This is an optimization exercise on Yosys and OpenROAD, whose aim is a short achievable clock period and few clock cycles, not a production implementation. Only simulation tests tie the RTL to the original design; equivalence was not proved. Power and IR drop assume default switching activity.

==> design/flow/design.v <==
`default_nettype none
package isaPkg;
    typedef logic [32-1:0]      word_t;     
    typedef logic [5-1:0] regIdx_t;   
    typedef enum logic [6:0] {
        opLoad  = 7'b0000011,   
        opImm   = 7'b0010011,   
        opStore = 7'b0100011,   
        opReg   = 7'b0110011    
    } opcode_t;
    typedef enum logic [3:0] {
        aluAdd  = 4'b0000,
        aluSll  = 4'b0001,
        aluSlt  = 4'b0010,   
        aluSltu = 4'b0011,   
        aluXor  = 4'b0100,
        aluSrl  = 4'b0101,
        aluOr   = 4'b0110,
        aluAnd  = 4'b0111,
        aluSub  = 4'b1000,
        aluSra  = 4'b1101
    } aluOp_t;
endpackage
`default_nettype wire
`default_nettype none
package pipePkg;
    typedef enum logic [1:0] {
        fwdNone = 2'b00,   
        fwdWb   = 2'b01,   
        fwdMem  = 2'b10    
    } fwdSel_t;
endpackage
`default_nettype wire
`default_nettype none
module executeStage (
    input  logic          clk,
    input  isaPkg::word_t oldA,     
    input  isaPkg::word_t oldOpB,   
    input  logic [6:0]    dUnit,    
    input  logic          dSub,
    input  logic          dSra,
    input  logic          dCmpS,
    output isaPkg::word_t sum,      
    output isaPkg::word_t other     
);
    localparam int U_ADD = 0;
    localparam int U_XOR = 1;
    localparam int U_OR  = 2;
    localparam int U_AND = 3;
    localparam int U_SLL = 4;
    localparam int U_SR  = 5;
    localparam int U_CMP = 6;
    function automatic isaPkg::word_t pick(input logic en, input isaPkg::word_t old);
        pick = {32{en}} & old;
    endfunction
    isaPkg::word_t aA, aB;    
    logic          aSub;
    isaPkg::word_t gA, gB;    
    logic          gXor, gOr, gAnd;
    isaPkg::word_t lA;        
    logic [4:0]    lS;
    isaPkg::word_t rA;        
    logic [4:0]    rS;
    logic          rFill;
    isaPkg::word_t cA, cB;    
    logic          cSigned;
    always_ff @(posedge clk) begin
        aA      <= {32{dUnit[U_ADD]}} & (oldA ^ {32{dSub}});
        aB      <= pick(dUnit[U_ADD], oldOpB);
        aSub    <= dSub;
        gA      <= pick(dUnit[U_XOR] | dUnit[U_OR] | dUnit[U_AND], oldA);
        gB      <= pick(dUnit[U_XOR] | dUnit[U_OR] | dUnit[U_AND], oldOpB);
        gXor    <= dUnit[U_XOR];
        gOr     <= dUnit[U_OR];
        gAnd    <= dUnit[U_AND];
        lA      <= pick(dUnit[U_SLL], oldA);
        lS      <= pick(dUnit[U_SLL], oldOpB);
        rA      <= pick(dUnit[U_SR],  oldA);
        rS      <= pick(dUnit[U_SR],  oldOpB);
        rFill   <= dSra & oldA[31];
        cA      <= pick(dUnit[U_CMP], oldA);
        cB      <= pick(dUnit[U_CMP], oldOpB);
        cSigned <= dCmpS;
    end
    function automatic isaPkg::word_t ksCarries(input isaPkg::word_t a, input isaPkg::word_t b);
        logic [31:0] pp, gg, np, ng;
        pp = a ^ b;
        gg = a & b;
        for (int k = 1; k < 32; k = k * 2) begin
            ng = gg;
            np = pp;
            for (int i = k; i < 32; i++) begin
                ng[i] = gg[i] | (pp[i] & gg[i-k]);
                np[i] = pp[i] & pp[i-k];
            end
            gg = ng;
            pp = np;
        end
        ksCarries = {gg[30:0], 1'b0};
    endfunction
    function automatic logic geu(input isaPkg::word_t a, input isaPkg::word_t b);
        logic [31:0] p, c;
        logic [15:0] p1, c1;
        logic [7:0]  p2, c2;
        logic [3:0]  p3, c3;
        logic [1:0]  p4, c4;
        p = ~(a ^ b);
        c = a;
        for (int i = 0; i < 16; i++) begin p1[i] = p[2*i+1] & p[2*i];    c1[i] = p[2*i+1] ? c[2*i] : c[2*i+1]; end
        for (int i = 0; i < 8; i++)  begin p2[i] = p1[2*i+1] & p1[2*i]; c2[i] = p1[2*i+1] ? c1[2*i] : c1[2*i+1]; end
        for (int i = 0; i < 4; i++)  begin p3[i] = p2[2*i+1] & p2[2*i]; c3[i] = p2[2*i+1] ? c2[2*i] : c2[2*i+1]; end
        for (int i = 0; i < 2; i++)  begin p4[i] = p3[2*i+1] & p3[2*i]; c4[i] = p3[2*i+1] ? c3[2*i] : c3[2*i+1]; end
        geu = p4[1] ? (p4[0] | c4[0]) : c4[1];
    endfunction
    isaPkg::word_t shl, shr, logicOut;
    logic          ltu, cmpRes;
    assign sum    = aA ^ aB ^ {32{aSub}} ^ ksCarries(aA, aB);
    assign shl    = lA << lS;
    assign shr    = isaPkg::word_t'($signed({rFill, rA}) >>> rS);
    assign ltu    = !geu(cA, cB);
    assign cmpRes = cSigned ? (ltu ^ cA[31] ^ cB[31]) : ltu;
    assign logicOut = ({32{gXor}} & (gA ^ gB)) | ({32{gOr}} & (gA | gB)) | ({32{gAnd}} & (gA & gB));
    assign other    = logicOut | shl | shr | {31'd0, cmpRes};
endmodule
`default_nettype wire
`default_nettype none
module cpuCore (
    input  logic          clk,
    input  logic          rst_n,
    output isaPkg::word_t imemAddr,
    input  isaPkg::word_t imemInsn,
    output isaPkg::word_t dmemAddr,
    output isaPkg::word_t dmemWData,
    output logic          dmemWen,
    input  isaPkg::word_t dmemRData
);
    localparam int U_ADD = 0;   
    localparam int U_XOR = 1;
    localparam int U_OR  = 2;
    localparam int U_AND = 3;
    localparam int U_SLL = 4;
    localparam int U_SR  = 5;   
    localparam int U_CMP = 6;   
    localparam int NU    = 7;
    isaPkg::word_t pc, pcNext;   
    logic          stall;        
    assign imemAddr = pc;
    always_ff @(posedge clk or negedge rst_n) begin
        if (!rst_n) begin
            pc     <= '0;
            pcNext <= 4;
        end else if (!stall) begin
            pc     <= pcNext;
            pcNext <= pcNext + 4;
        end
    end
    logic [6:0]      fOpc;
    logic [2:0]      fF3;
    logic            fAlt;
    isaPkg::regIdx_t fRs1, fRs2, fRd;
    logic            fIsImm, fIsReg, fIsAlu, fIsLw, fIsSw;
    logic            fUse1, fUse2, fWr;
    isaPkg::word_t   fImm;
    logic [NU-1:0]   fUnit;
    logic            fSub, fSra, fCmpS;
    assign fOpc   = imemInsn[6:0];
    assign fF3    = imemInsn[14:12];
    assign fAlt   = imemInsn[30];
    assign fRs1   = imemInsn[19:15];
    assign fRs2   = imemInsn[24:20];
    assign fRd    = imemInsn[11:7];
    assign fIsImm = fOpc == isaPkg::opImm;
    assign fIsReg = fOpc == isaPkg::opReg;
    assign fIsAlu = fIsImm || fIsReg;
    assign fIsLw  = fOpc == isaPkg::opLoad  && fF3 == 3'b010;
    assign fIsSw  = fOpc == isaPkg::opStore && fF3 == 3'b010;
    assign fUse1  = (fIsAlu || fIsLw || fIsSw) && fRs1 != '0;
    assign fUse2  = (fIsReg || fIsSw) && fRs2 != '0;
    assign fWr    = (fIsAlu || fIsLw) && fRd != '0;
    assign fImm   = fIsSw ? {{20{imemInsn[31]}}, imemInsn[31:25], imemInsn[11:7]}
                          : {{20{imemInsn[31]}}, imemInsn[31:20]};
    assign fUnit[U_ADD] = (fIsAlu && fF3 == 3'b000) || fIsLw || fIsSw;
    assign fUnit[U_XOR] = fIsAlu && fF3 == 3'b100;
    assign fUnit[U_OR]  = fIsAlu && fF3 == 3'b110;
    assign fUnit[U_AND] = fIsAlu && fF3 == 3'b111;
    assign fUnit[U_SLL] = fIsAlu && fF3 == 3'b001;
    assign fUnit[U_SR]  = fIsAlu && fF3 == 3'b101;
    assign fUnit[U_CMP] = fIsAlu && fF3[2:1] == 2'b01;
    assign fSub  = fIsReg && fF3 == 3'b000 && fAlt;
    assign fSra  = fAlt;          
    assign fCmpS = !fF3[0];       
    isaPkg::regIdx_t dRs1, dRs2, dRd;
    logic            dWr, dLw, dSw, dBReg;
    isaPkg::word_t   dImm;
    logic [NU-1:0]   dUnit;
    logic            dSub, dSra, dCmpS;
    logic            dSelEA, dSelMA, dSelEB, dSelMB;   
    isaPkg::regIdx_t eRd;
    logic            eWr, eLw, eSw;
    logic            nSelEA, nSelMA, nSelEB, nSelMB, nStall;
    always_comb begin
        if (stall) begin
            nSelEA = 1'b0;
            nSelEB = 1'b0;
            nSelMA = dSelEA;
            nSelMB = dSelEB;
            nStall = 1'b0;
        end else begin
            nSelEA = fUse1 && dWr && dRd == fRs1;
            nSelEB = fUse2 && dWr && dRd == fRs2;
            nSelMA = fUse1 && eWr && eRd == fRs1;
            nSelMB = fUse2 && eWr && eRd == fRs2;
            nStall = nSelEA || (nSelEB && !fIsSw);
        end
    end
    always_ff @(posedge clk or negedge rst_n) begin
        if (!rst_n) begin
            dWr    <= 1'b0;
            dLw    <= 1'b0;
            dSw    <= 1'b0;
            dUnit  <= '0;
            dSub   <= 1'b0;
            dSelEA <= 1'b0;
            dSelMA <= 1'b0;
            dSelEB <= 1'b0;
            dSelMB <= 1'b0;
            stall  <= 1'b0;
        end else begin
            dSelEA <= nSelEA;
            dSelMA <= nSelMA;
            dSelEB <= nSelEB;
            dSelMB <= nSelMB;
            stall  <= nStall;
            if (!stall) begin
                dWr   <= fWr;
                dLw   <= fIsLw;
                dSw   <= fIsSw;
                dUnit <= fUnit;
                dSub  <= fSub;
            end
        end
    end
    always_ff @(posedge clk) begin
        if (!stall) begin
            dRs1  <= fRs1;
            dRs2  <= fRs2;
            dRd   <= fRd;
            dBReg <= fIsReg;
            dImm  <= fImm;
            dSra  <= fSra;
            dCmpS <= fCmpS;
        end
    end
    isaPkg::word_t   regs [1:32-1];
    isaPkg::word_t   rfA, rfB;   
    isaPkg::word_t   memVal;
    isaPkg::regIdx_t mRd;
    logic            mWr, mLw, mWen;
    isaPkg::word_t   mR, mAddr, mS;
    always_ff @(posedge clk or negedge rst_n) begin
        if (!rst_n) begin
            for (int i = 1; i < 32; i++) regs[i] <= '0;
        end else if (mWr) begin
            regs[mRd] <= memVal;
        end
    end
    logic [32-1:0] selA, selB;
    always_ff @(posedge clk) begin
        if (!stall) begin
            selA <= (32)'(1) << fRs1;
            selB <= (32)'(1) << fRs2;
            selA[0] <= 1'b0;
            selB[0] <= 1'b0;
        end
    end
    always_comb begin
        rfA = '0;
        rfB = '0;
        for (int i = 1; i < 32; i++) begin
            rfA = rfA | ({32{selA[i]}} & regs[i]);
            rfB = rfB | ({32{selB[i]}} & regs[i]);
        end
    end
    isaPkg::word_t other;
    isaPkg::word_t oldA, oldB, oldOpB;   
    assign oldA   = dSelMA ? memVal : rfA;
    assign oldB   = dSelMB ? memVal : rfB;
    assign oldOpB = dBReg ? oldB : dImm;
    isaPkg::word_t eS;        
    logic          eTakeM;    
    isaPkg::word_t sum;
    always_ff @(posedge clk or negedge rst_n) begin
        if (!rst_n) begin
            eWr <= 1'b0;
            eLw <= 1'b0;
            eSw <= 1'b0;
        end else begin
            eWr <= dWr && !stall;
            eLw <= dLw && !stall;
            eSw <= dSw && !stall;
        end
    end
    always_ff @(posedge clk) begin
        eRd     <= dRd;
        eS      <= oldB;
        eTakeM  <= dSelEB;
    end
    executeStage executeInst (
        .clk(clk), .oldA(oldA), .oldOpB(oldOpB), 
        .dUnit(dUnit), .dSub(dSub), .dSra(dSra), .dCmpS(dCmpS),
        .sum(sum), .other(other)
    );
    always_ff @(posedge clk or negedge rst_n) begin
        if (!rst_n) begin
            mWr  <= 1'b0;
            mLw  <= 1'b0;
            mWen <= 1'b0;
        end else begin
            mWr  <= eWr;
            mLw  <= eLw;
            mWen <= eSw;
        end
    end
    always_ff @(posedge clk) begin
        mRd <= eRd;
        mR    <= other;
        mAddr <= sum;
        mS    <= eTakeM ? memVal : eS;
    end
    assign dmemAddr  = mAddr;
    assign dmemWData = mS;
    assign dmemWen   = mWen;
    assign memVal    = mLw ? dmemRData : (mAddr | mR);   
endmodule
`default_nettype wire
==> design/flow/run.sh <==
#!/bin/bash
# synth_recipe.tcl (not shown) runs the flow's synth.tcl, then flattens the netlist and writes it again
# the make line also repeats each setting of config.mk as NAME=value (left out here)
make -C /OpenROAD-flow-scripts/flow DESIGN_CONFIG=/design/flow/config.mk WORK_HOME=/design/flow/orfs CLKGATE_MAP_FILE= SYNTH_SCRIPT=/design/flow/synth_recipe.tcl finish
==> design/flow/config.mk <==
export PLATFORM = sky130hd
export DESIGN_NAME = cpuCore
export DESIGN_NICKNAME = cpuCore
export VERILOG_FILES = /design/flow/design.v
export SDC_FILE = /design/flow/constraint.sdc
export NUM_CORES = 4
export LEC_CHECK = 0
export CAP_MARGIN = 20
export CORE_MARGIN = 2
export CORE_UTILIZATION = 40
export CTS_CLUSTER_DIAMETER = 100
export CTS_CLUSTER_SIZE = 20
export SETUP_SLACK_MARGIN = 3.6
export SLEW_MARGIN = 20
==> design/flow/constraint.sdc <==
create_clock -name core_clock -period 6.0 [get_ports {clk}]
set_input_delay 1.2000 -clock core_clock [delete_from_list [all_inputs] [get_ports {clk}]]
set_output_delay 1.2000 -clock core_clock [all_outputs]
set_load 0.01 [all_outputs]
==> results.cfg, run 1 <==
[outcome]
status = complete, no violations

[synthesis]
synth_mux_area_frac = 0.0345
synth_simple_gate_area_frac = 0.130
synth_fa_ha_area_frac = 0.0192
synth_edf_count = 81
yosysTopAreaCellShare = 0.380
ys_seq_elements = 1566
synth_warnings = 3
synth_area_leader_cell = dfrtp_1
syn_inst = 7274
synthXorXnorAreaFrac = 0.0204
synth_compound_gate_area_share = 0.223
avgSynthCellArea_um2 = 9.72
synthArstFlopShare = 0.686
synth_area_leaders = dfrtp_1 (38%), dfxtp_1 (12%), o21ai_0 (7.6%), nand2_1 (6.1%), a22o_1 (4.0%)
synth_cell_types = 86
ys_seq_area_frac = 0.531
synth_area_mm2 = 0.0707
ys.flop_type = dfrtp_1
synth_top_family_by_area = compound AO/OA/AOI/OAI gates

[sta]
finalSetupViolations = 0
finClkSkew_ns = 0.0623
hold_viol = 0
fin_crit_ns = 2.63
drv_slew = 0
setup_tns_ns = 0
layout_setup_ws_ns = 3.37
relSlewSlack = 0.112
max_freq_mhz = 380
grt_setup_unrepaired = true
tightest_slew_ns = 1.33
finalCritPeriodShare = 0.438

[layout]
final_nets = 7621
drive_gt1_frac = 0.193
areaGrowthSynthToFinish_pct = 21.6
instances_no_fill = 9903
finish.utilization = 0.488

[clock_tree]
cts_tree = done
cts.sinks = 1566
clk_latency_ns = 0.79
cts.hold.buffers_added = 0
clk_pin_slew_ns = 0.09
cts_buffers = 90
cts_root_buffer = clkbuf_16
clock_path_buffers = 3
htree_num_levels = 3

[run]
drv_cap = 0

[detailed_routing]
wl_mm = 361
vias = 67700
drt-initial-drc-count = 13400
antenna_left = 0
drc = 0
vias_per_cell = 6.84
wl_per_cell_um = 36.5
first_pass_iters = 12

[worst_setup_path]
crit_path_end_kind = flip-flop
worst-path-max-fanout = 9
arrival_ns = 3.25
worstSetupStartpointType = flip-flop
cp.required_ns = 6.62
crit_type = flip-flop to flip-flop

[pwr]
p_sw_frac = 0.276
p_comb_frac = 0.110
peakVddDrop_v = 0.000233
power.switching_mw = 5.59
power_mw = 20.2
power-per-cell-area_mw_per_mm2 = 235
pwr-share-seq = 0.554
intPower_mw = 14.6
clkPwrFrac = 0.335
p_leak_nw = 37.1

[placement]
dp_worst_setup_slack_ns = 2.48
io_buffers = 160
dp_cells = 9357
routabilityCongestion = 0.990
post-dp-hpwl_mm = 197

[floorplanning]
rows = 154
start_util = 0.402
dieArea_mm2 = 0.180
core-area_mm2 = 0.176
io_pins = 163
die_y_um = 424
die_x_um = 424

[global_routing]
first_global_vias = 61000
track_usage = 0.379
gr-total-overflow = 0
grt_first_pass_wirelength_mm = 484
grt_max_degree = 155
antenna_found_initial = 23

[hold_path]
hp-class = flip-flop to flip-flop
[kinds of logic (layout without fill, tap and decap cells)]
logic type,Yosys count,in the layout
other cells,1,32
compound gates,2415,2417
buf+inv,765,1020
simple gates,2054,2055
flops,1566,1566
fa+ha+maj,111,111
xor+xnor,165,165
mux,197,197
[state kept, by name (all words and copies together) (netlist names), 7 cells and up]
name / count
mS: 32
executeInst.rA: 32
executeInst.lA: 32
eS: 32
executeInst.aB: 32
executeInst.cA: 32
executeInst.gB: 32
mR: 32
mAddr: 32
executeInst.aA: 32
pc: 30
selA: 31
dImm: 12
dUnit: 7
regs: 992
executeInst.cB: 32
executeInst.gA: 32
selB: 31
pcNext: 30
[path summary, 6_finish.rpt]
path,from,to,slack (ns),cells after the start
worst max-delay path,selB[1],executeInst.gB[15],3.37,9
worst min-delay path,eLw,mLw,0.34,0
worst max register to register,selB[1],executeInst.gB[15],3.37,9
worst min register to register,eLw,mLw,0.34,0
max in group asynchronous,rst_n,regs[22][6],3.96,2
min in group asynchronous,rst_n,regs[29][18],0.55,1
[cell type report]
cell class                      instances  area (um^2)
Inverter                              142          544
Multi-Input combinational cell       4947        33900
Antenna cell                           30         75.1
Tap cell                             2340         2930
Fill cell                           15900        90000
Sequential cell                      1566        37700
Timing Repair Buffer                  711         8100
Timing Repair inverter                  1         5.00
Clock buffer                          154         2530
Clock inverter                         12          136
[worst max-delay path: stages, from the launching register on]
cell	delay [ns]
edfxtp_1	0.44
buf_4	0.17
clkbuf_16	0.20
a22o_1	0.26
a221oi_1	0.24
nand4_1	0.24
nor3_4	0.35
a21oi_4	0.12
a21oi_4	0.33
nor2_1	0.07
[metal layers]
layer | vias to the layer above | share of wire | track usage
met1 | 32300 | 0.34 | 0.469
met4 | 28 | 0.10 | 0.275
met5 | - | 0.0015 | 0.00741
met3 | 2296 | 0.16 | 0.167
met2 | 6479 | 0.39 | 0.520
li1 | 26600 | - | -
[through the flow]
step,instance area (um^2),hold slack (ns)
floorplan,70700,0.323
global placement,74900,0.334
detailed placement,75000,0.339
CTS,82100,0.345
global route,85900,0.351
finish,85900,0.337
[power groups by stage]
stage / logic (mW) / clock network [mW] / registers, mW
6_report: 2.23 / 6.78 / 11.2
5_1_grt: 2.29 / 7.16 / 11.2
4_1_cts: 1.92 / 6.76 / 11.2
3_5_place_dp: 1.67 / 0 / 11.4
3_3_place_gp: 1.65 / 0 / 11.4
2_1_floorplan: 0.734 / 0 / 11.3
[cells in the mapped netlist (19+ instances only)]
cell,number
buf_1,41
mux2_2,54
nand2_1,1150
a21oi_1,247
mux4_2,32
xnor2_1,93
nand3_1,104
a221oi_1,321
clkbuf_1,561
ha_1,96
nand2b_1,19
o21ai_0,1071
nor2_1,230
dfrtp_1,1073
inv_1,137
nor2b_1,130
xor2_1,72
a22oi_1,329
a22o_1,325
dfxtp_1,411
mux2i_1,111
nor3_1,83
and2_1,140
edfxtp_1,81
nand4_1,144
[layout by cell type, fill, tap and decap left out, types with 157 or more instances in the layout]
| cell type | n |
|---|---|
| buf_6 | 157 |
| nor2_1 | 220 |
| nand2_1 | 1126 |
| o21ai_0 | 1061 |
| dfxtp_1 | 334 |
| a221oi_2 | 170 |
| dfrtp_1 | 1064 |
| buf_4 | 312 |
| a22oi_1 | 327 |
| a22o_1 | 324 |
[repair_timing]
item,CTS,global route
gates cloned,13,23
pin swaps,121,196
endpoints found under the setup margin,1364,731
resized for setup,1047,426
buffers inserted,173,140
Testbench counts, summed over its fixed seeds: cycles 42,256.
==> run 2, diff against run 1 <==
--- a/design/flow/design.v
+++ b/design/flow/design.v
@@ -35,6 +35,11 @@
 module executeStage (
     input  logic          clk,
-    input  isaPkg::word_t oldA,     
-    input  isaPkg::word_t oldOpB,   
+    input  isaPkg::word_t rfA,      
+    input  isaPkg::word_t rfB,      
+    input  isaPkg::word_t mAlu,     
+    input  isaPkg::word_t mLoad,    
+    input  isaPkg::word_t dImm,
+    input  logic [2:0]    srcA,     
+    input  logic [3:0]    srcB,     
     input  logic [6:0]    dUnit,    
     input  logic          dSub,
@@ -51,7 +56,24 @@
     localparam int U_SR  = 5;
     localparam int U_CMP = 6;
-    function automatic isaPkg::word_t pick(input logic en, input isaPkg::word_t old);
-        pick = {32{en}} & old;
+    function automatic isaPkg::word_t pickA(input logic en, input logic inv,
+                                            input isaPkg::word_t rf, input isaPkg::word_t alu,
+                                            input isaPkg::word_t ld, input logic [2:0] src);
+        pickA = ({32{en & src[0] & !inv}} & rf)  | ({32{en & src[0] & inv}} & ~rf)
+              | ({32{en & src[1] & !inv}} & alu) | ({32{en & src[1] & inv}} & ~alu)
+              | ({32{en & src[2] & !inv}} & ld)  | ({32{en & src[2] & inv}} & ~ld);
     endfunction
+    function automatic isaPkg::word_t pickB(input logic en,
+                                            input isaPkg::word_t rf, input isaPkg::word_t alu,
+                                            input isaPkg::word_t ld, input isaPkg::word_t imm,
+                                            input logic [3:0] src);
+        pickB = ({32{en & src[0]}} & rf) | ({32{en & src[1]}} & alu)
+              | ({32{en & src[2]}} & ld) | ({32{en & src[3]}} & imm);
+    endfunction
+    logic enAdd, enLogic, enSll, enSr, enCmp;
+    assign enAdd   = dUnit[U_ADD];
+    assign enLogic = dUnit[U_XOR] | dUnit[U_OR] | dUnit[U_AND];
+    assign enSll   = dUnit[U_SLL];
+    assign enSr    = dUnit[U_SR];
+    assign enCmp   = dUnit[U_CMP];
     isaPkg::word_t aA, aB;    
     logic          aSub;
@@ -66,19 +88,19 @@
     logic          cSigned;
     always_ff @(posedge clk) begin
-        aA      <= {32{dUnit[U_ADD]}} & (oldA ^ {32{dSub}});
-        aB      <= pick(dUnit[U_ADD], oldOpB);
+        aA      <= pickA(enAdd, dSub, rfA, mAlu, mLoad, srcA);
+        aB      <= pickB(enAdd, rfB, mAlu, mLoad, dImm, srcB);
         aSub    <= dSub;
-        gA      <= pick(dUnit[U_XOR] | dUnit[U_OR] | dUnit[U_AND], oldA);
-        gB      <= pick(dUnit[U_XOR] | dUnit[U_OR] | dUnit[U_AND], oldOpB);
+        gA      <= pickA(enLogic, 1'b0, rfA, mAlu, mLoad, srcA);
+        gB      <= pickB(enLogic, rfB, mAlu, mLoad, dImm, srcB);
         gXor    <= dUnit[U_XOR];
         gOr     <= dUnit[U_OR];
         gAnd    <= dUnit[U_AND];
-        lA      <= pick(dUnit[U_SLL], oldA);
-        lS      <= pick(dUnit[U_SLL], oldOpB);
-        rA      <= pick(dUnit[U_SR],  oldA);
-        rS      <= pick(dUnit[U_SR],  oldOpB);
-        rFill   <= dSra & oldA[31];
-        cA      <= pick(dUnit[U_CMP], oldA);
-        cB      <= pick(dUnit[U_CMP], oldOpB);
+        lA      <= pickA(enSll, 1'b0, rfA, mAlu, mLoad, srcA);
+        lS      <= 5'(pickB(enSll, rfB, mAlu, mLoad, dImm, srcB));
+        rA      <= pickA(enSr, 1'b0, rfA, mAlu, mLoad, srcA);
+        rS      <= 5'(pickB(enSr, rfB, mAlu, mLoad, dImm, srcB));
+        rFill   <= dSra & (|({mLoad[31], mAlu[31], rfA[31]} & srcA));
+        cA      <= pickA(enCmp, 1'b0, rfA, mAlu, mLoad, srcA);
+        cB      <= pickB(enCmp, rfB, mAlu, mLoad, dImm, srcB);
         cSigned <= dCmpS;
     end
@@ -283,8 +305,10 @@
     end
     isaPkg::word_t other;
-    isaPkg::word_t oldA, oldB, oldOpB;   
-    assign oldA   = dSelMA ? memVal : rfA;
-    assign oldB   = dSelMB ? memVal : rfB;
-    assign oldOpB = dBReg ? oldB : dImm;
+    isaPkg::word_t oldB;
+    logic [2:0]    srcA;
+    logic [3:0]    srcB;
+    assign srcA = {dSelMA & mLw, dSelMA & !mLw, !dSelMA};
+    assign srcB = {!dBReg, dBReg & dSelMB & mLw, dBReg & dSelMB & !mLw, dBReg & !dSelMB};
+    assign oldB   = dSelMB ? memVal : rfB;   
     isaPkg::word_t eS;        
     logic          eTakeM;    
@@ -307,5 +331,6 @@
     end
     executeStage executeInst (
-        .clk(clk), .oldA(oldA), .oldOpB(oldOpB), 
+        .clk(clk), .rfA(rfA), .rfB(rfB), .mAlu(mAddr | mR), .mLoad(dmemRData), .dImm(dImm),
+        .srcA(srcA), .srcB(srcB), 
         .dUnit(dUnit), .dSub(dSub), .dSra(dSra), .dCmpS(dCmpS),
         .sum(sum), .other(other)
==> run 2 against run 1 <==
Maximum frequency down 3.7%. Combinational power is 5% lower. Largest cell class unchanged. Via count is 3.6% higher. Non-clock buffer count up 34. Flip-flop and latch count did not move. Setup slack worse by 0.10 ns. Cell count rose by 2.9%. Hold slack improved by 0.016 ns. Synthesized cell count grew 3.9%.
==> results.cfg, run 2 <==
[global_routing]
grt_max_degree = 168
antenna_found_initial = 27
first_global_vias = 63800
gr-total-overflow = 0
track_usage = 0.376
grt_first_pass_wirelength_mm = 494

[layout]
final_nets = 7915
final_common_cell = nand2_1
fill_cells = 16300
final_cell_mix = nand2_1 (1263), o21ai_0 (1159), dfrtp_1 (1067)
top_register = regs
areaGrowthSynthToFinish_pct = 19.9
drive_gt1_frac = 0.176
final_area_mm2 = 0.0863
largest_register_ffs = 992

[floorplanning]
die_x_um = 428
rows = 155
io_pins = 163
dieArea_mm2 = 0.183
die_y_um = 428
core-area_mm2 = 0.179
start_util = 0.403

[sta]
tightest_slew_ns = 1.26
grt_setup_unrepaired = true
setup_tns_ns = 0
finalSetupViolations = 0
max_freq_mhz = 366
fin_crit_ns = 2.73
drv_slew = 0
finClkSkew_ns = 0.0517
relSlewSlack = 0.162
finalCritPeriodShare = 0.455
hold_viol = 0

[placement]
io_buffers = 160
post-dp-hpwl_mm = 205
routabilityCongestion = 0.989
placed_cell_area_mm2 = 0.0768

[synthesis]
ys_seq_area_frac = 0.521
synth_warnings = 3
syn_inst = 7560
synth_area_leader_cell = dfrtp_1
synth_area_mm2 = 0.0720
ys_seq_elements = 1566
ys.flop_type = dfrtp_1
synth_area_leaders = dfrtp_1 (37%), dfxtp_1 (11%), o21ai_0 (8.2%), nand2_1 (6.8%), a22oi_1 (5.3%)
synth.most_common_cell = nand2_1
synth_commonest_cells = nand2_1 (1314), o21ai_0 (1181), dfrtp_1 (1073), clkbuf_1 (590), a22oi_1 (506)
avgSynthCellArea_um2 = 9.53
synth_cell_types = 76
synthArstFlopShare = 0.686
synth_edf_count = 81
yosysTopAreaCellShare = 0.373

[clock_tree]
cts_root_buffer = clkbuf_16
clk_pin_slew_ns = 0.09
clk_latency_ns = 0.79
cts_tree = done
cts.hold.buffers_added = 0
cts_buffers = 89
htree_num_levels = 3
cts.sinks = 1566
clock_path_buffers = 3

[detailed_routing]
first_pass_iters = 15
antenna_left = 0
vias = 70200
wl_per_cell_um = 36.7
wl_mm = 374
vias_per_cell = 6.89
drt-initial-drc-count = 14000
drc = 0

[hold_path]
hp-class = flip-flop to flip-flop

[pwr]
p_leak_nw = 36.7
clkPwrFrac = 0.333
peakVddDrop_v = 0.000267
p_sw_frac = 0.275
p_comb_frac = 0.106
pwr-share-seq = 0.560
power.switching_mw = 5.48
power-per-cell-area_mw_per_mm2 = 231
intPower_mw = 14.5

[worst_setup_path]
crit_path_end_kind = flip-flop
cp_slowest_cell = nor4_4
cp.required_ns = 6.64
cp_slowest_stage_delay_ns = 0.63
crit_path_cell_trace = buf_6 > buf_12 > a22o_1 > a221oi_2 > nand4_1 > nor4_4 > a21oi_4 > xnor2_1 > nor2_1
crit_buf_inv = 2
crit_type = flip-flop to flip-flop
worst-path-max-fanout = 10
critPathTopFamily = simple AND/OR/NAND/NOR gates
arrival_ns = 3.37
worstSetupStartpointType = flip-flop

[run]
drv_cap = 0

[outcome]
status = complete, no violations
run 2: cell types whose count changed in the layout (fill, tap and decap cells not counted), sizes merged, moves of 100 or more:
| cell | before | now |
|---|---|---|
| a22oi | 330 | 506 |
| nand2 | 1150 | 1316 |
| a21oi | 250 | 139 |
| a22o | 325 | 217 |
| o21ai | 1073 | 1181 |
| a221oi | 321 | 221 |
run 2: layout make-up:
cell class,count,area [um^2],area share
tap,2355,2950,0.0341
clock buffer,134,2420,0.0280
multi-input combinational,5210,34600,0.401
timing repair buffer,745,7850,0.0909
clock inverter,9,113,0.00130
sequential,1566,37800,0.438
antenna,26,65.1,0.000754
timing repair inverter,2,12.5,0.000145
inverter,139,538,0.00623
run 2: final timing paths:
path	start	to	slack, ns	cells after the start
hold / removal	eWr	mWr	0.35	0
setup / recovery	selA[13]	executeInst.aA[30]	3.27	9
setup reg to reg	selA[13]	executeInst.aA[30]	3.27	9
hold reg to reg	eWr	mWr	0.35	0
min in group asynchronous	rst_n	regs[19][28]	0.43	1
max in group asynchronous	rst_n	regs[27][13]	3.93	3
run 2: power by group through the flow:
| stage | registers [mW] | clock network [mW] | logic, mW |
|---|---|---|---|
| floorplan | 11.3 | 0 | 0.765 |
| global route | 11.2 | 7.01 | 2.19 |
| finish | 11.2 | 6.66 | 2.12 |
| CTS | 11.2 | 6.63 | 1.87 |
| global placement | 11.4 | 0 | 1.68 |
| detailed placement | 11.4 | 0 | 1.71 |
run 2: worst reg2reg max path, stage by stage, from the launching register on:
cell      delay, ns
edfxtp_1       0.55
buf_6          0.21
buf_12         0.16
a22o_1         0.25
a221oi_2       0.20
nand4_1        0.18
nor4_4         0.63
a21oi_4        0.16
xnor2_1        0.20
nor2_1         0.05
run 2: per-stage QoR:
step | hold WS, ns | total power [mW] | setup slack (ns) | instances | util
floorplan | 0.323 | 12.1 | 3.07 | 7561 | -
global placement | 0.335 | 13.1 | 2.09 | 9640 | 0.430
detailed placement | 0.335 | 13.1 | 2.35 | 9643 | 0.430
CTS | 0.354 | 19.7 | 3.31 | 9967 | 0.464
global route | 0.356 | 20.4 | 3.30 | 10200 | 0.483
finish | 0.353 | 20.0 | 3.27 | 10200 | 0.483
run 2: what timing repair did:
action                                  4_1_cts  5_1_grt
gates cloned                                 11       25
endpoints found under the setup margin     1412      871
buffers inserted                            170      168
gates resized for setup                     939      347
pin swaps                                   114      192
run 2: kinds of logic after synthesis:
group / Yosys count / synth area share
AO/OA/AOI/OAI: 2532 / 0.229
XOR/XNOR: 166 / 0.0202
adder cells (fa/ha/maj): 110 / 0.0187
buffers and inverters: 795 / 0.0418
flip-flops: 1566 / 0.521
multiplexers: 187 / 0.0318
other: 1 / 0.0000521
AND/OR/NAND/NOR: 2203 / 0.137
run 2: metal layers:
metal | vias to the layer above | wire [um] | GRT usage
met5 | - | 1130 | 0.00859
met4 | 42 | 37700 | 0.269
met3 | 2123 | 59400 | 0.166
met2 | 6390 | 146000 | 0.518
met1 | 33800 | 130000 | 0.465
li1 | 27800 | - | -
Testbench counts of run 2, summed over its fixed seeds: cycles 42,256.
==> run 3, diff against run 2 <==
--- a/design/flow/design.v
+++ b/design/flow/design.v
@@ -42,4 +42,7 @@
     input  logic [2:0]    srcA,     
     input  logic [3:0]    srcB,     
+    input  logic          takeA,    
+    input  logic          takeB,    
+    input  isaPkg::word_t mVal,     
     input  logic [6:0]    dUnit,    
     input  logic          dSub,
@@ -87,4 +90,5 @@
     isaPkg::word_t cA, cB;    
     logic          cSigned;
+    logic          gByA, gByB;
     always_ff @(posedge clk) begin
         aA      <= pickA(enAdd, dSub, rfA, mAlu, mLoad, srcA);
@@ -104,5 +108,10 @@
         cB      <= pickB(enCmp, rfB, mAlu, mLoad, dImm, srcB);
         cSigned <= dCmpS;
+        gByA    <= enLogic & takeA;
+        gByB    <= enLogic & takeB;
     end
+    isaPkg::word_t gAe, gBe;
+    assign gAe = gByA ? mVal : gA;
+    assign gBe = gByB ? mVal : gB;
     function automatic isaPkg::word_t ksCarries(input isaPkg::word_t a, input isaPkg::word_t b);
         logic [31:0] pp, gg, np, ng;
@@ -142,5 +151,5 @@
     assign ltu    = !geu(cA, cB);
     assign cmpRes = cSigned ? (ltu ^ cA[31] ^ cB[31]) : ltu;
-    assign logicOut = ({32{gXor}} & (gA ^ gB)) | ({32{gOr}} & (gA | gB)) | ({32{gAnd}} & (gA & gB));
+    assign logicOut = ({32{gXor}} & (gAe ^ gBe)) | ({32{gOr}} & (gAe | gBe)) | ({32{gAnd}} & (gAe & gBe));
     assign other    = logicOut | shl | shr | {31'd0, cmpRes};
 endmodule
@@ -233,5 +242,6 @@
             nSelMA = fUse1 && eWr && eRd == fRs1;
             nSelMB = fUse2 && eWr && eRd == fRs2;
-            nStall = nSelEA || (nSelEB && !fIsSw);
+            nStall = (nSelEA || (nSelEB && !fIsSw))
+                   && !(fUnit[U_XOR] || fUnit[U_OR] || fUnit[U_AND]);
         end
     end
@@ -288,11 +298,12 @@
     end
     logic [32-1:0] selA, selB;
+    isaPkg::regIdx_t nRs1, nRs2;
+    assign nRs1 = stall ? dRs1 : fRs1;
+    assign nRs2 = stall ? dRs2 : fRs2;
     always_ff @(posedge clk) begin
-        if (!stall) begin
-            selA <= (32)'(1) << fRs1;
-            selB <= (32)'(1) << fRs2;
-            selA[0] <= 1'b0;
-            selB[0] <= 1'b0;
-        end
+        selA    <= (32)'(1) << nRs1;
+        selB    <= (32)'(1) << nRs2;
+        selA[0] <= 1'b0;
+        selB[0] <= 1'b0;
     end
     always_comb begin
@@ -332,5 +343,6 @@
     executeStage executeInst (
         .clk(clk), .rfA(rfA), .rfB(rfB), .mAlu(mAddr | mR), .mLoad(dmemRData), .dImm(dImm),
-        .srcA(srcA), .srcB(srcB), 
+        .srcA(srcA), .srcB(srcB),
+        .takeA(dSelEA), .takeB(dSelEB & dBReg), .mVal(memVal),
         .dUnit(dUnit), .dSub(dSub), .dSra(dSra), .dCmpS(dCmpS),
         .sum(sum), .other(other)
--- a/design/flow/config.mk
+++ b/design/flow/config.mk
@@ -11,4 +11,4 @@
 export CTS_CLUSTER_DIAMETER = 100
 export CTS_CLUSTER_SIZE = 20
-export SETUP_SLACK_MARGIN = 3.6
+export SETUP_SLACK_MARGIN = 3.65
 export SLEW_MARGIN = 20
==> run 3 against run 2 <==
Critical path type unchanged. Highest routed layer unchanged. Still clean on timing, DRC and antenna. Setup slack lost 0.011 ns. Maximum frequency shrank 0.39%. Clock skew shrank 0.017 ns. Flip-flop and latch count grew 12. Global-route usage grew 0.55 points. Die area grew 0.54%. Cell area grew 1.7%. Synthesized cell count grew 0.78%.
==> results.cfg, run 3 <==
[synthesis]
synthArstFlopShare = 0.681
synth_area_leader_cell = dfrtp_1
ys_seq_elements = 1578
synth_edf_count = 19
synth_cell_types = 77
synth_area_leaders = dfrtp_1 (37%), dfxtp_1 (13%), o21ai_0 (7.4%), nand2_1 (6.8%), a22oi_1 (5.3%)
syn_inst = 7619
synth_warnings = 3
ys_seq_area_frac = 0.513
synth_area_mm2 = 0.0724
avgSynthCellArea_um2 = 9.50
ys.flop_type = dfrtp_1
synth.most_common_cell = nand2_1
synth_commonest_cells = nand2_1 (1313), o21ai_0 (1077), dfrtp_1 (1073), clkbuf_1 (593), a22oi_1 (508)
yosysTopAreaCellShare = 0.371

[outcome]
status = complete, no violations

[clock_tree]
cts_root_buffer = clkbuf_16
clock_path_buffers = 3
cts_tree = done
clk_pin_slew_ns = 0.09
cts_buffers = 89
cts.sinks = 1578
htree_num_levels = 3
clk_latency_ns = 0.79

[worst_setup_path]
arrival_ns = 3.40
crit_path_cell_trace = buf_4 > mux4_2 > mux2_2 > mux2i_2 > and2_4 > o21ai_2 > or3_1 > nor3_2 > nor2_1
cp_slowest_cell = mux4_2
worstSetupStartpointType = flip-flop
worst-path-max-fanout = 8
cp_slowest_stage_delay_ns = 0.55
cp.required_ns = 6.66
crit_type = flip-flop to flip-flop
crit_path_end_kind = flip-flop

[detailed_routing]
top_layer_used = met5
wl_mm = 371
vias = 70200
wl_met1_mm = 135
drt-initial-drc-count = 13100
vias_per_cell = 6.83
wl_met3_mm = 61.7
wl_per_cell_um = 36.1
wl_met2_mm = 142
antenna_left = 0
first_pass_iters = 14
drc = 0

[layout]
finish.utilization = 0.487
final_common_cell = nand2_1
drive_gt1_frac = 0.194
top_register = regs
largest_register_ffs = 992
areaGrowthSynthToFinish_pct = 21.2
final_cell_mix = nand2_1 (1282), dfrtp_1 (1068), o21ai_0 (1058)
final_nets = 8000

[floorplanning]
rows = 156
io_pins = 163
dieArea_mm2 = 0.184
die_y_um = 429
core-area_mm2 = 0.180
start_util = 0.402
die_x_um = 429

[placement]
post-dp-hpwl_mm = 207
routabilityCongestion = 1.02
io_buffers = 160

[pwr]
peakVddDrop_v = 0.000208
p_leak_nw = 37.8
power-per-cell-area_mw_per_mm2 = 228

[sta]
hold_viol = 0
setup_tns_ns = 0
drv_slew = 0
finalCritPeriodShare = 0.457
tightest_slew_ns = 1.28
grt_setup_unrepaired = true
finClkSkew_ns = 0.0345
fin_crit_ns = 2.74
finalSetupViolations = 0
relSlewSlack = 0.148
max_freq_mhz = 365

[global_routing]
first_global_vias = 65000
gr-total-overflow = 0
track_usage = 0.382
grt_first_pass_wirelength_mm = 503
grt_max_degree = 148
antenna_found_initial = 16

[run]
drv_cap = 0

[hold_path]
hp-class = flip-flop to flip-flop
run 3: power by group:
group	internal [mW]	switching [mW]
registers	10.9	0.318
logic	0.781	1.31
clock network	2.88	3.82
total	14.5	5.45
run 3: layout make-up:
cell class	instances	area [um^2]
fillers	16600	92600
clock buffers	142	2450
diodes	17	42.5
flip-flops and latches	1578	37600
repair inverters	2	12.5
inverters	130	513
multi-input cells	5268	35700
clock inverters	10	126
repair buffers	769	8390
well taps	2370	2970
run 3: worst max-delay path, delay by kind of cell, from the launching register on:
kind / cells / cell delay (ns)
simple gates: 4 / 0.82
mux: 3 / 1.15
flops: 1 / 0.38
compound gates: 1 / 0.08
buf+inv: 1 / 0.20
run 3: repair_timing:
action,4_1_cts,5_1_grt
gates cloned,16,12
hold buffers,0,0
endpoints found under the setup margin,1377,714
pin swaps,115,164
resized for setup,1041,428
setup buffers,199,161
run 3: layer usage:
| layer | vias to the layer above | track usage |
|---|---|---|
| li1 | 28100 | - |
| met1 | 33800 | 0.494 |
| met2 | 6438 | 0.507 |
| met3 | 1815 | 0.177 |
| met4 | 27 | 0.241 |
| met5 | - | 0.0180 |
run 3: final timing paths:
kind	from	to	slack, ns	cells past startpoint
hold reg to reg	dCmpS	executeInst.cSigned	0.35	0
setup reg to reg	executeInst.rS[0]	mR[0]	3.26	9
max in group asynchronous	rst_n	mLw	3.99	2
setup / recovery	executeInst.rS[0]	mR[0]	3.26	9
min in group asynchronous	rst_n	regs[27][9]	0.55	1
hold / removal	dCmpS	executeInst.cSigned	0.35	0
run 3: through the flow:
stage | power [mW] | instance area (um^2) | instances | setup slack [ns] | hold slack [ns]
after global routing | 20.4 | 87700 | 10300 | 3.22 | 0.369
after detailed placement | 13.1 | 77300 | 9729 | 2.12 | 0.338
after floorplan | 12.1 | 72500 | 7620 | 3.14 | 0.323
after CTS | 19.8 | 84000 | 10100 | 3.14 | 0.356
after global placement | 13.1 | 77300 | 9728 | 1.91 | 0.326
final | 20.0 | 87800 | 10300 | 3.26 | 0.352
run 3: kinds of logic (layout without fill, tap and decap cells):
family	count (synthesis)	after routing	synth area share
other cells	1	19	0.0000518
flops	1578	1578	0.513
fa+ha+maj	108	108	0.0182
simple gates	2191	2196	0.135
mux	265	265	0.0443
buf+inv	779	1053	0.0408
xor+xnor	164	164	0.0198
compound gates	2533	2533	0.229
Testbench counts of run 3, summed over its fixed seeds: cycles 41,553.

## port drivers added, routing unchanged
The results above use ideal ports. As a check the final layouts listed here were re-extracted and re-timed, cells and wires unchanged.
Step 1 sets driving cells, clkbuf_16 on the clock port and buf_2 on the other inputs (assumed; they add their load-dependent delay and slew).
Step 2 moves the port delays by t, midway between the first and last clock arrival at a register: inputs arrive t later, outputs are due t later. That takes back most of the time a late clock gives input paths.
a / b / c = ideal ports / drivers / drivers and shift; a / b = the first two.
run	t, ns	setup WS [ns]	pins driven straight from the clock port
run 1	0.849	3.371 / 3.341 / 2.755	1
run 2	0.853	3.269 / 3.269 / 2.711	1
run 3	0.863	3.258 / 3.258 / 2.508	1
After both steps every run listed still meets setup and hold. The setup slack of run 3, which loses most, moves by 0.000 ns with the drivers and by -0.750 ns with both steps.
